Context: an optimization exercise on an open-source flow, tuned for small area, a short achievable clock period and few clock cycles per item. The choices shown serve that exercise and are no tape-out recipe.
The RTL was checked by simulation tests, not by an equivalence proof against the original design.
Power figures rest on the tool's default switching activity, not on a simulated workload.

--- flow/config.mk ---
export PLATFORM = sky130hd
export DESIGN_NAME = tile_stream_top
export DESIGN_NICKNAME = tile_stream_top
export VERILOG_FILES = /design/flow/design.v
export SDC_FILE = /design/flow/constraint.sdc
export NUM_CORES = 4
export LEC_CHECK = 0
export CAP_MARGIN = 20
export CORE_MARGIN = 2
export CORE_UTILIZATION = 40
export SLEW_MARGIN = 20
--- flow/constraint.sdc ---
create_clock -name core_clock -period 5.0 [get_ports {clk}]
set_input_delay 1.0000 -clock core_clock [delete_from_list [all_inputs] [get_ports {clk}]]
set_output_delay 1.0000 -clock core_clock [all_outputs]
set_load 0.01 [all_outputs]
--- flow/design.v ---
package tile_stream_pkg;
    localparam int DW = 16;
    localparam int N_MAP = 4;
    localparam int R_MAP = 8;
    localparam int C_MAP = 8;
    localparam int RAM_DEPTH = N_MAP * R_MAP * C_MAP;
    localparam int AW = 8;
    localparam int RAM_LAT = 2;
    localparam int TN = 2;
    localparam int TR = 4;
    localparam int TC = 4;
    localparam int TILE_WORDS = TN * TR * TC;
    localparam int BW = 4;
    localparam int FIFO_DEPTH = 16;
    localparam int FIFO_AW = 4;
    localparam int AFULL_LEVEL = FIFO_DEPTH - RAM_LAT - 1;
endpackage
`timescale 1ns/100ps
import tile_stream_pkg::*;
module nest3_counter
(
    input  logic          clk,
    input  logic          rst,
    input  logic          ena,
    output logic [BW-1:0] cnt0,
    output logic [BW-1:0] cnt1,
    output logic [BW-1:0] cnt2,
    output logic          last
);
    logic max0;
    logic max1;
    logic max2;
    assign max0 = (cnt0 == BW'(TC - 1));
    assign max1 = (cnt1 == BW'(TR - 1));
    assign max2 = (cnt2 == BW'(TN - 1));
    assign last = max0 & max1 & max2;
    always_ff @(posedge clk or posedge rst) begin
        if (rst) begin
            cnt0 <= '0;
        end else if (ena) begin
            if (max0) begin
                cnt0 <= '0;
            end else begin
                cnt0 <= cnt0 + 1'b1;
            end
        end
    end
    always_ff @(posedge clk or posedge rst) begin
        if (rst) begin
            cnt1 <= '0;
        end else if (ena && max0) begin
            if (max1) begin
                cnt1 <= '0;
            end else begin
                cnt1 <= cnt1 + 1'b1;
            end
        end
    end
    always_ff @(posedge clk or posedge rst) begin
        if (rst) begin
            cnt2 <= '0;
        end else if (ena && max0 && max1) begin
            if (max2) begin
                cnt2 <= '0;
            end else begin
                cnt2 <= cnt2 + 1'b1;
            end
        end
    end
endmodule
`timescale 1ns/100ps
import tile_stream_pkg::*;
module fm_ram
(
    input  logic          clk,
    input  logic          we,
    input  logic [AW-1:0] waddr,
    input  logic [DW-1:0] wdata,
    input  logic [AW-1:0] raddr,
    output logic [DW-1:0] rdata
);
    logic [DW-1:0] mem [RAM_DEPTH];
    logic [AW-1:0] raddr_q;
    logic [DW-1:0] rdata_q;
    always_ff @(posedge clk) begin
        if (we) begin
            mem[waddr] <= wdata;
        end
    end
    always_ff @(posedge clk) begin
        raddr_q <= raddr;
        rdata_q <= mem[raddr_q];
    end
    assign rdata = rdata_q;
endmodule
`timescale 1ns/100ps
import tile_stream_pkg::*;
module tile_reader
(
    input  logic          clk,
    input  logic          rst,
    input  logic          req_start,
    input  logic [BW-1:0] req_base_n,
    input  logic [BW-1:0] req_base_row,
    input  logic [BW-1:0] req_base_col,
    output logic          req_busy,
    output logic          req_done,
    output logic [AW-1:0] ram_raddr,
    input  logic [DW-1:0] ram_rdata,
    input  logic          almost_full,
    output logic          fifo_push,
    output logic [DW-1:0] fifo_wdata
);
    logic               busy_q;
    logic               issue_on;
    logic               start_ok;
    logic               issue;
    logic               done_w;
    logic [BW-1:0]      base_n_q;
    logic [BW-1:0]      base_row_q;
    logic [BW-1:0]      base_col_q;
    logic [BW-1:0]      cnt_col;
    logic [BW-1:0]      cnt_row;
    logic [BW-1:0]      cnt_ch;
    logic               cnt_last;
    logic [BW:0]        pos_n;
    logic [BW:0]        pos_row;
    logic [BW:0]        pos_col;
    logic               in_bounds;
    logic [AW-1:0]      map_addr;
    logic [RAM_LAT-1:0] vld_sr;
    logic [RAM_LAT-1:0] inb_sr;
    logic [RAM_LAT-1:0] last_sr;
    assign start_ok = req_start & ~busy_q;
    assign issue = issue_on & ~almost_full;
    always_ff @(posedge clk or posedge rst) begin
        if (rst) begin
            busy_q   <= 1'b0;
            issue_on <= 1'b0;
        end else if (start_ok) begin
            busy_q   <= 1'b1;
            issue_on <= 1'b1;
        end else begin
            if (issue && cnt_last) begin
                issue_on <= 1'b0;
            end
            if (done_w) begin
                busy_q <= 1'b0;
            end
        end
    end
    always_ff @(posedge clk) begin
        if (start_ok) begin
            base_n_q   <= req_base_n;
            base_row_q <= req_base_row;
            base_col_q <= req_base_col;
        end
    end
    nest3_counter i_nest3_counter (
        .clk  (clk),
        .rst  (rst),
        .ena  (issue),
        .cnt0 (cnt_col),
        .cnt1 (cnt_row),
        .cnt2 (cnt_ch),
        .last (cnt_last)
    );
    assign pos_n   = {1'b0, base_n_q} + {1'b0, cnt_ch};
    assign pos_row = {1'b0, base_row_q} + {1'b0, cnt_row};
    assign pos_col = {1'b0, base_col_q} + {1'b0, cnt_col};
    assign in_bounds = (pos_n < (BW+1)'(N_MAP)) &&
                       (pos_row < (BW+1)'(R_MAP)) &&
                       (pos_col < (BW+1)'(C_MAP));
    assign map_addr = AW'(pos_n) * AW'(R_MAP * C_MAP) +
                      AW'(pos_row) * AW'(C_MAP) +
                      AW'(pos_col);
    assign ram_raddr = in_bounds ? map_addr : '0;
    always_ff @(posedge clk or posedge rst) begin
        if (rst) begin
            vld_sr  <= '0;
            inb_sr  <= '0;
            last_sr <= '0;
        end else begin
            vld_sr  <= {vld_sr[RAM_LAT-2:0], issue};
            inb_sr  <= {inb_sr[RAM_LAT-2:0], in_bounds};
            last_sr <= {last_sr[RAM_LAT-2:0], cnt_last};
        end
    end
    assign fifo_push  = vld_sr[RAM_LAT-1];
    assign fifo_wdata = inb_sr[RAM_LAT-1] ? ram_rdata : '0;
    assign done_w = vld_sr[RAM_LAT-1] & last_sr[RAM_LAT-1];
    assign req_busy = busy_q;
    assign req_done = done_w;
endmodule
`timescale 1ns/100ps
import tile_stream_pkg::*;
module out_fm_fifo
(
    input  logic          clk,
    input  logic          rst,
    input  logic          push,
    input  logic [DW-1:0] wdata,
    output logic          almost_full,
    input  logic          pop,
    output logic [DW-1:0] rdata,
    output logic          empty
);
    logic [DW-1:0]      mem [FIFO_DEPTH];
    logic [FIFO_AW-1:0] wr_ptr;
    logic [FIFO_AW-1:0] rd_ptr;
    logic [FIFO_AW:0]   count;
    logic               full;
    logic               push_ok;
    logic               pop_ok;
    assign full        = (count == (FIFO_AW+1)'(FIFO_DEPTH));
    assign empty       = (count == '0);
    assign almost_full = (count >= (FIFO_AW+1)'(AFULL_LEVEL));
    assign push_ok = push & ~full;
    assign pop_ok  = pop & ~empty;
    always_ff @(posedge clk) begin
        if (push_ok) begin
            mem[wr_ptr] <= wdata;
        end
    end
    assign rdata = mem[rd_ptr];
    always_ff @(posedge clk or posedge rst) begin
        if (rst) begin
            wr_ptr <= '0;
            rd_ptr <= '0;
            count  <= '0;
        end else begin
            if (push_ok) begin
                wr_ptr <= wr_ptr + 1'b1;
            end
            if (pop_ok) begin
                rd_ptr <= rd_ptr + 1'b1;
            end
            case ({push_ok, pop_ok})
                2'b10:   count <= count + 1'b1;
                2'b01:   count <= count - 1'b1;
                default: count <= count;
            endcase
        end
    end
endmodule
`timescale 1ns/100ps
import tile_stream_pkg::*;
module tile_stream_top
(
    input  logic          clk,
    input  logic          rst,
    input  logic          start,
    input  logic [BW-1:0] base_n,
    input  logic [BW-1:0] base_row,
    input  logic [BW-1:0] base_col,
    output logic          busy,
    output logic          done,
    input  logic          ram_we,
    input  logic [AW-1:0] ram_waddr,
    input  logic [DW-1:0] ram_wdata,
    input  logic          pop,
    output logic [DW-1:0] pop_data,
    output logic          empty
);
    logic [AW-1:0] ram_raddr;
    logic [DW-1:0] ram_rdata;
    logic          fifo_push;
    logic [DW-1:0] fifo_wdata;
    logic          almost_full;
    fm_ram i_fm_ram (
        .clk   (clk),
        .we    (ram_we),
        .waddr (ram_waddr),
        .wdata (ram_wdata),
        .raddr (ram_raddr),
        .rdata (ram_rdata)
    );
    tile_reader i_tile_reader (
        .clk         (clk),
        .rst         (rst),
        .req_start    (start),
        .req_base_n   (base_n),
        .req_base_row (base_row),
        .req_base_col (base_col),
        .req_busy     (busy),
        .req_done     (done),
        .ram_raddr   (ram_raddr),
        .ram_rdata   (ram_rdata),
        .almost_full (almost_full),
        .fifo_push   (fifo_push),
        .fifo_wdata  (fifo_wdata)
    );
    out_fm_fifo i_out_fm_fifo (
        .clk         (clk),
        .rst         (rst),
        .push        (fifo_push),
        .wdata       (fifo_wdata),
        .almost_full (almost_full),
        .pop         (pop),
        .rdata       (pop_data),
        .empty       (empty)
    );
endmodule
--- flow/run.sh ---
#!/bin/bash
# synth_recipe.tcl (not shown) runs the flow's synth.tcl, then flattens the netlist and writes it again
# the make line also repeats each setting of config.mk as NAME=value (left out here)
make -C /OpenROAD-flow-scripts/flow DESIGN_CONFIG=/design/flow/config.mk WORK_HOME=/design/flow/orfs CLKGATE_MAP_FILE= SYNTH_SCRIPT=/design/flow/synth_recipe.tcl finish
==> run summary <==
==> per-stage QoR <==
stage	util, %	cells	total power [W]	worst slack (ns)
finish	45.9	14730	0.0809	0.305
global route	45.9	14727	0.0832	0.112
CTS	45.9	14725	0.0815	0.164
detailed placement	42.6	13930	0.0497	0.528
global placement	42.6	13928	0.0495	0.597
floorplan	-	8041	0.0464	1.58
==> critical path: stages, from the launching register on <==
cell             delay [ns]
dfrtp_4                0.75
buf_12                 0.34
mux4_2                 0.59
mux4_2                 0.49
clkdlybuf4s50_1        0.50
==> routing by layer <==
layer	vias to the layer above	GRT usage, %	share of wire, %
met2	4211	32.9	47
met4	18	6.16	3.1
li1	35028	-	-
met3	680	3.92	9.3
met5	-	0	0.023
met1	45929	29.9	40
==> flip-flops by register name, indices dropped and copies added (netlist names), 2 cells and up <==
register                            count
i_tile_reader.vld_sr                    2
i_fm_ram.rdata_q                       16
i_tile_reader.inb_sr                    2
i_tile_reader.base_n_q                  4
i_out_fm_fifo.wr_ptr                    4
i_tile_reader.i_nest3_counter.cnt0      4
i_tile_reader.i_nest3_counter.cnt1      4
i_tile_reader.i_nest3_counter.cnt2      4
i_fm_ram.raddr_q                        8
i_tile_reader.base_col_q                4
i_tile_reader.last_sr                   2
i_out_fm_fifo.rd_ptr                    4
i_tile_reader.base_row_q                4
i_out_fm_fifo.mem                     256
i_out_fm_fifo.count                     5
i_fm_ram.mem                         4096
==> worst paths after layout <==
path | depth (start not counted) | slack [ns] | start | endpoint
max reg2reg | 8 | 0.71 | i_fm_ram.raddr_q[0] | i_fm_ram.rdata_q[12]
max | 4 | 0.30 | i_out_fm_fifo.rd_ptr[0] | pop_data[4]
max in group asynchronous | 3 | 4.23 | rst | i_out_fm_fifo.rd_ptr[0]
min reg2reg | 0 | 0.35 | i_tile_reader.vld_sr[0] | i_tile_reader.vld_sr[1]
min in group asynchronous | 3 | 0.43 | rst | i_out_fm_fifo.count[3]
min | 0 | 0.35 | i_tile_reader.vld_sr[0] | i_tile_reader.vld_sr[1]
==> power groups by stage <==
stage | Sequential (W) | Combinational (W) | Clock [W]
floorplan | 0.0420 | 0.00432 | 0
global placement | 0.0424 | 0.00711 | 0
detailed placement | 0.0425 | 0.00723 | 0
CTS | 0.0417 | 0.00724 | 0.0325
global route | 0.0417 | 0.00758 | 0.0339
finish | 0.0417 | 0.00715 | 0.0321
==> cell type report <==
| cell class | count | share of cell area [%] |
|---|---|---|
| sequential | 4421 | 67.6 |
| multi-input combinational | 3129 | 18.6 |
| clock buffer | 544 | 5.90 |
| tap | 5687 | 3.63 |
| timing repair buffer | 669 | 3.06 |
| clock inverter | 251 | 1.19 |
| inverter | 24 | 0.0511 |
| antenna | 5 | 0.00639 |
==> cells in the final DEF (no fill, tap or decap), drive strengths merged, types with 12 or more instances in the layout <==
cell type	synthesis	final
o221ai	132	132
nand2b	12	12
nand4	19	19
clkbuf	176	544
dfrtp	33	33
nand3	48	48
mux2i	475	475
a21oi	118	118
clkinv	1	200
nor4	44	44
a2111oi	12	12
dfxtp	24	24
buf	291	626
bufinv	0	36
a221o	12	12
and2	18	18
nand2	190	190
inv	23	28
nor3	162	162
o22ai	149	149
o21ai	70	70
nor2b	15	15
mux4	953	953
o2bb2ai	15	15
or2	15	15
nor2	381	381
edfxtp	4364	4364
ha	26	26
a211oi	34	34
a22oi	66	66
or3	12	12
mux2	44	44
clkdlybuf4s50	0	43
xnor2	18	18
==> logic make-up (layout without fill, tap and decap cells) <==
| logic type | after synthesis | in the layout | synth area share, % |
|---|---|---|---|
| multiplexers | 1472 | 1472 | 15.6 |
| XOR/XNOR | 23 | 23 | 0.117 |
| flip-flops | 4421 | 4421 | 77.2 |
| other | 0 | 5 | 0 |
| AND/OR/NAND/NOR | 950 | 950 | 2.51 |
| buffers and inverters | 491 | 1488 | 1.74 |
| adder cells (fa/ha/maj) | 31 | 31 | 0.248 |
| AO/OA/AOI/OAI | 653 | 653 | 2.64 |
==> run summary <==
status=timing/DRC/antenna clean; fin. max-slew vios=0; Max rail drop VDD=285 uV; Primary FF master, synth=edfxtp_1; WHS=0.354 ns; fillers=35363; Worst setup SP type=flop; first-pass GRT wire length=652 mm; Starting Density=40.2%; fin area=196000 um^2; clock transition at the registers of the reported paths=0.06 ns; First DRT Iteration DRCs=11806; vias in the first global route=85325; worst-skew pair later-pin latency=1.01 ns; register area share after synthesis=77.2%; Max-cap violations=0; cell taking the most area after synthesis=edfxtp_1; Core ar.=427000 um^2; Fmax=213 MHz; Pwr Density=413 nW/um^2; initial antenna violation count=32; Reg power frac=51.5%; Ys Warns=4; Hold Buf Count CTS=0; DRC violations left=0; CP Class=reg2out; CTS tree=built; area grow syn2layout=14.2%; Antenna Nets Post-Route=0; minimum clock period=4.70 ns; worst-margin pin slew=1.26 ns; routed via count=85866; Yosys cell types=66; gpl congestion=0.886; Syn Area/Cell=21.3 um^2; Combinational Power Share=8.8%; clock buffer depth=4; largest net degree at the start of global routing=127; Nets=8753; total routed wirelength=462 mm; endpoints failing hold=0; Final setup viols=0; crit-path max FO=34; drt via density=5.83; final period utilization=93.9%; area of the multi-input gates=36400 um^2; CTS resizes=0; RSZ-0062 raised after global routing=no; Die Y=659 um; clk_skew=0.0731 ns; number of iterations in the first detailed-routing pass=6; storage element area=132000 um^2; DIE AREA=434000 um^2; Pint=0.0623 W; Clk network pwr share=39.6%; most common cell in the synthesized netlist=edfxtp_1; Hold Path Class=reg2reg; Sw Pwr=0.0186 W; I/O pin cnt=60; Site Rows=240; post-detailed-route wirelength per cell=31.4 um; clk sinks=4421; post-CTS setup buffers=0; hpwl dp=283 mm; die outline width=659 um; Slew HR=16.3%; post-synth top area share=76.4%; GRT Total Usage=20.9%; Async SR Flop Fraction=0.746%; Syn Nets=8113; grt total ovfl=0; most frequent cells after synthesis=edfxtp_1 (4364), mux4_2 (950), mux2i_1 (475); share of cells above drive strength 1=25.3%; dpl cell area=182000 um^2; Max H-tree Level=5; Synth Cell Area=172000 um^2; Critical Path End Type=output port; Sw Ratio=23.0%; Post-Syn Instances=8041; EDFF count, synth=4364; root buffer cell=clkbuf_16; WP data arrival=3.70 ns; number of CTS-inserted buffers=436; I/O Buffers=59; Critical Path RT=4.00 ns; Total Neg Setup Slack=0 ns; leakage=59.7 nW; synth top area cells=edfxtp_1 (76%), mux4_2 (12%), mux2i_1 (2.8%); Synth Register Bits=4421
Testbench counts, summed over its fixed seeds: cycles 13,448, words 12,288.

-- what the ideal ports hide --
The flow's constraints put no driver on any port. The routed layout listed below was extracted and timed again, unchanged, in two steps.
Step 1 sets driving cells, clkbuf_16 on the clock port and buf_2 on the other inputs (assumed; they add their load-dependent delay and slew).
Step 2 times the ports against the registers' clock, not the clock port: input delays grow and output delays shrink by t, the midpoint of the rising clock arrivals with the driver on.
Three values: no drivers, after step 1, after step 2; two values: the first two.
t (ns): 1.083
setup slack, ns: 0.305 / 0.192 / 0.449
worst slew at a driven data input, ns: 0.17
After both steps setup and hold are still met in this run. The setup slack of this run moves by -0.113 ns with the drivers and by +0.144 ns with both steps.
